What follows belongs to an exercise in optimizing a design on an open flow for small area and a short achievable clock period; a production flow would make more cautious choices.

==> v10 <==
// wallaceMulTop
module wallaceMulTop (
	input  logic        clk,
	input  logic        arstN,
	input  logic        reqValid,
	input  logic [15:0] reqOpA,
	input  logic [15:0] reqOpB,
	output logic        respValid,
	output logic [31:0] respProduct
);
	logic        valid1_q;
	logic        valid2_q;
	logic [93:0] s1_d;
	logic [93:0] s1_q;
	logic [49:0] s2_d;
	logic [49:0] s2_q;
	logic [31:0] rowA;
	logic [31:0] rowB;
	logic [31:0] sum;
	always_ff @(posedge clk or negedge arstN) begin
		if (!arstN) begin
			valid1_q  <= 1'b0;
			valid2_q  <= 1'b0;
			respValid <= 1'b0;
		end else begin
			valid1_q  <= reqValid;
			valid2_q  <= valid1_q;
			respValid <= valid2_q;
		end
	end
	always_ff @(posedge clk) begin
		s1_q        <= s1_d;
		s2_q        <= s2_d;
		respProduct <= sum;
	end
	logic [16:0] bx;
	logic [7:0]  one;
	logic [7:0]  two;
	logic [7:0]  neg;
	assign bx = {reqOpB, 1'b0};
	for (genvar i = 0; i < 8; i++) begin : gEnc
		boothEnc uEnc (.b(bx[2*i+2:2*i]), .one(one[i]), .two(two[i]), .neg(neg[i]));
	end
	logic pp0_0;
	logic pp0_1;
	logic pp0_2;
	logic pp0_3;
	logic pp0_4;
	logic pp0_5;
	logic pp0_6;
	logic pp0_7;
	logic pp0_8;
	logic pp0_9;
	logic pp0_10;
	logic pp0_11;
	logic pp0_12;
	logic pp0_13;
	logic pp0_14;
	logic pp0_15;
	logic pp0_16;
	logic pp1_0;
	logic pp1_1;
	logic pp1_2;
	logic pp1_3;
	logic pp1_4;
	logic pp1_5;
	logic pp1_6;
	logic pp1_7;
	logic pp1_8;
	logic pp1_9;
	logic pp1_10;
	logic pp1_11;
	logic pp1_12;
	logic pp1_13;
	logic pp1_14;
	logic pp1_15;
	logic pp1_16;
	logic pp2_0;
	logic pp2_1;
	logic pp2_2;
	logic pp2_3;
	logic pp2_4;
	logic pp2_5;
	logic pp2_6;
	logic pp2_7;
	logic pp2_8;
	logic pp2_9;
	logic pp2_10;
	logic pp2_11;
	logic pp2_12;
	logic pp2_13;
	logic pp2_14;
	logic pp2_15;
	logic pp2_16;
	logic pp3_0;
	logic pp3_1;
	logic pp3_2;
	logic pp3_3;
	logic pp3_4;
	logic pp3_5;
	logic pp3_6;
	logic pp3_7;
	logic pp3_8;
	logic pp3_9;
	logic pp3_10;
  ...
clock: 4.3 ns
lec_check: 0
abc_clock_period_in_ps: 2500
cap_margin: 20
core_margin: 2
core_utilization: 60
setup_slack_margin: 2.1
slew_margin: 20
synth_hierarchical: 1
standard.sh (not shown) runs the stock make flow with config.mk's settings and CLKGATE_MAP_FILE= SYNTH_SCRIPT=/design/flow/synth_recipe.tcl, a recipe that flattens the netlist after the stock synthesis.
==> flow/flow/run.sh <==
#!/bin/bash
# The standard layout (standard.sh, unchanged synthesis) with two changes:
# the port buffers are plain buf_2 cells instead of the delay buffers that
# buffer_ports picks by default, and the clock tree is built from clkbuf_8 cells without dummy loads.
set -euo pipefail
export BUFFER_PORTS_ARGS="-buffer_cell sky130_fd_sc_hd__buf_2"
export CTS_ARGS="-sink_clustering_enable -repair_clock_nets -buf_list sky130_fd_sc_hd__clkbuf_8 -dont_use_dummy_load -sink_clustering_size 20 -sink_clustering_max_diameter 100"
bash standard.sh > standard.log 2>&1
==> v1: changes against v10 <==
--- a/flow/design.v
+++ b/flow/design.v
@@ -21,22 +21,12 @@
 	output logic s,
 	output logic co
 );
 	assign s  = a ^ b;
 	assign co = a & b;
 endmodule
-module boothEnc (
-	input  logic [2:0] b,
-	output logic       one,
-	output logic       two,
-	output logic       neg
-);
-	assign one = b[1] ^ b[0];
-	assign two = (b[2] & ~b[1] & ~b[0]) | (~b[2] & b[1] & b[0]);
-	assign neg = b[2];
-endmodule
 `timescale 1ns/1ps
 `timescale 1ns/1ps
 `timescale 1ns/1ps
 `timescale 1ns/1ps
 module wallaceMulTop (
 	input  logic        clk,
@@ -74,14 +64,18 @@
 	end
 	logic [16:0] bx;
 	logic [7:0]  one;
 	logic [7:0]  two;
 	logic [7:0]  neg;
 	assign bx = {reqOpB, 1'b0};
-	for (genvar i = 0; i < 8; i++) begin : gEnc
-		boothEnc uEnc (.b(bx[2*i+2:2*i]), .one(one[i]), .two(two[i]), .neg(neg[i]));
+	always_comb begin
+		for (int i = 0; i < 8; i++) begin
+			one[i] = bx[2*i+1] ^ bx[2*i];
+			two[i] = (bx[2*i+2] & ~bx[2*i+1] & ~bx[2*i]) | (~bx[2*i+2] & bx[2*i+1] & bx[2*i]);
+			neg[i] = bx[2*i+2];
+		end
 	end
 	logic pp0_0;
 	logic pp0_1;
 	logic pp0_2;
 	logic pp0_3;
 	logic pp0_4;
==> flow/run.sh (new file) <==
#!/bin/bash
# synth_recipe.tcl (not shown) runs the flow's synth.tcl, then flattens the netlist and writes it again
# the make line also repeats each setting of config.mk as NAME=value (left out here)
make -C /OpenROAD-flow-scripts/flow DESIGN_CONFIG=/design/flow/config.mk WORK_HOME=/design/flow/orfs CLKGATE_MAP_FILE= SYNTH_SCRIPT=/design/flow/synth_recipe.tcl finish
--- a/flow/config.mk
+++ b/flow/config.mk
@@ -6,9 +6,9 @@
 export NUM_CORES = 4
 export LEC_CHECK = 0
 export ABC_CLOCK_PERIOD_IN_PS = 2500
 export CAP_MARGIN = 20
 export CORE_MARGIN = 2
 export CORE_UTILIZATION = 60
-export SETUP_SLACK_MARGIN = 2.1
+export SETUP_SLACK_MARGIN = 1.5
 export SLEW_MARGIN = 20
 export SYNTH_HIERARCHICAL = 1
removed: flow/flow/run.sh
removed: flow/standard.sh
==> comparison <==
Routed wire length: v1 is larger than v10 (about 37%).
Flip-flop and latch count is the same in v1 and v10.
Against v1, the clock-buffer cell count of v10 is lower by 1.
Die area: v1 is higher than v10 (about 17%).
No run of this note included a check of the RTL's function; only the layout flow was run.

## separate check: timing with driven ports
The results above use ideal ports. As a check the final layouts listed here were re-extracted and re-timed, cells and wires unchanged. Step 1: set_driving_cell puts a clkbuf_16 on clk and a buf_2 on each other input, an assumption about the parent block. Step 2 adds t to the input delays and takes it off the output delays; t is the mean of the earliest and latest rising clock arrival at the registers after step 1. Input paths then give back, and output paths get back, about the clock's delay inside the block. a / b / c = ideal / step 1 / step 2; a / b = the first two.
run	t (ns)	setup slack, ns	slew at the worst register clock pin (ns)
v10	0.492	1.796 / 1.695 / 1.203	0.10 / 0.10
v1	0.473	1.538 / 1.555 / 1.082	0.08 / 0.08
After both steps every run listed still meets setup and hold. The setup slack of v10, which loses most, moves by -0.101 ns with the drivers and by -0.593 ns with both steps.
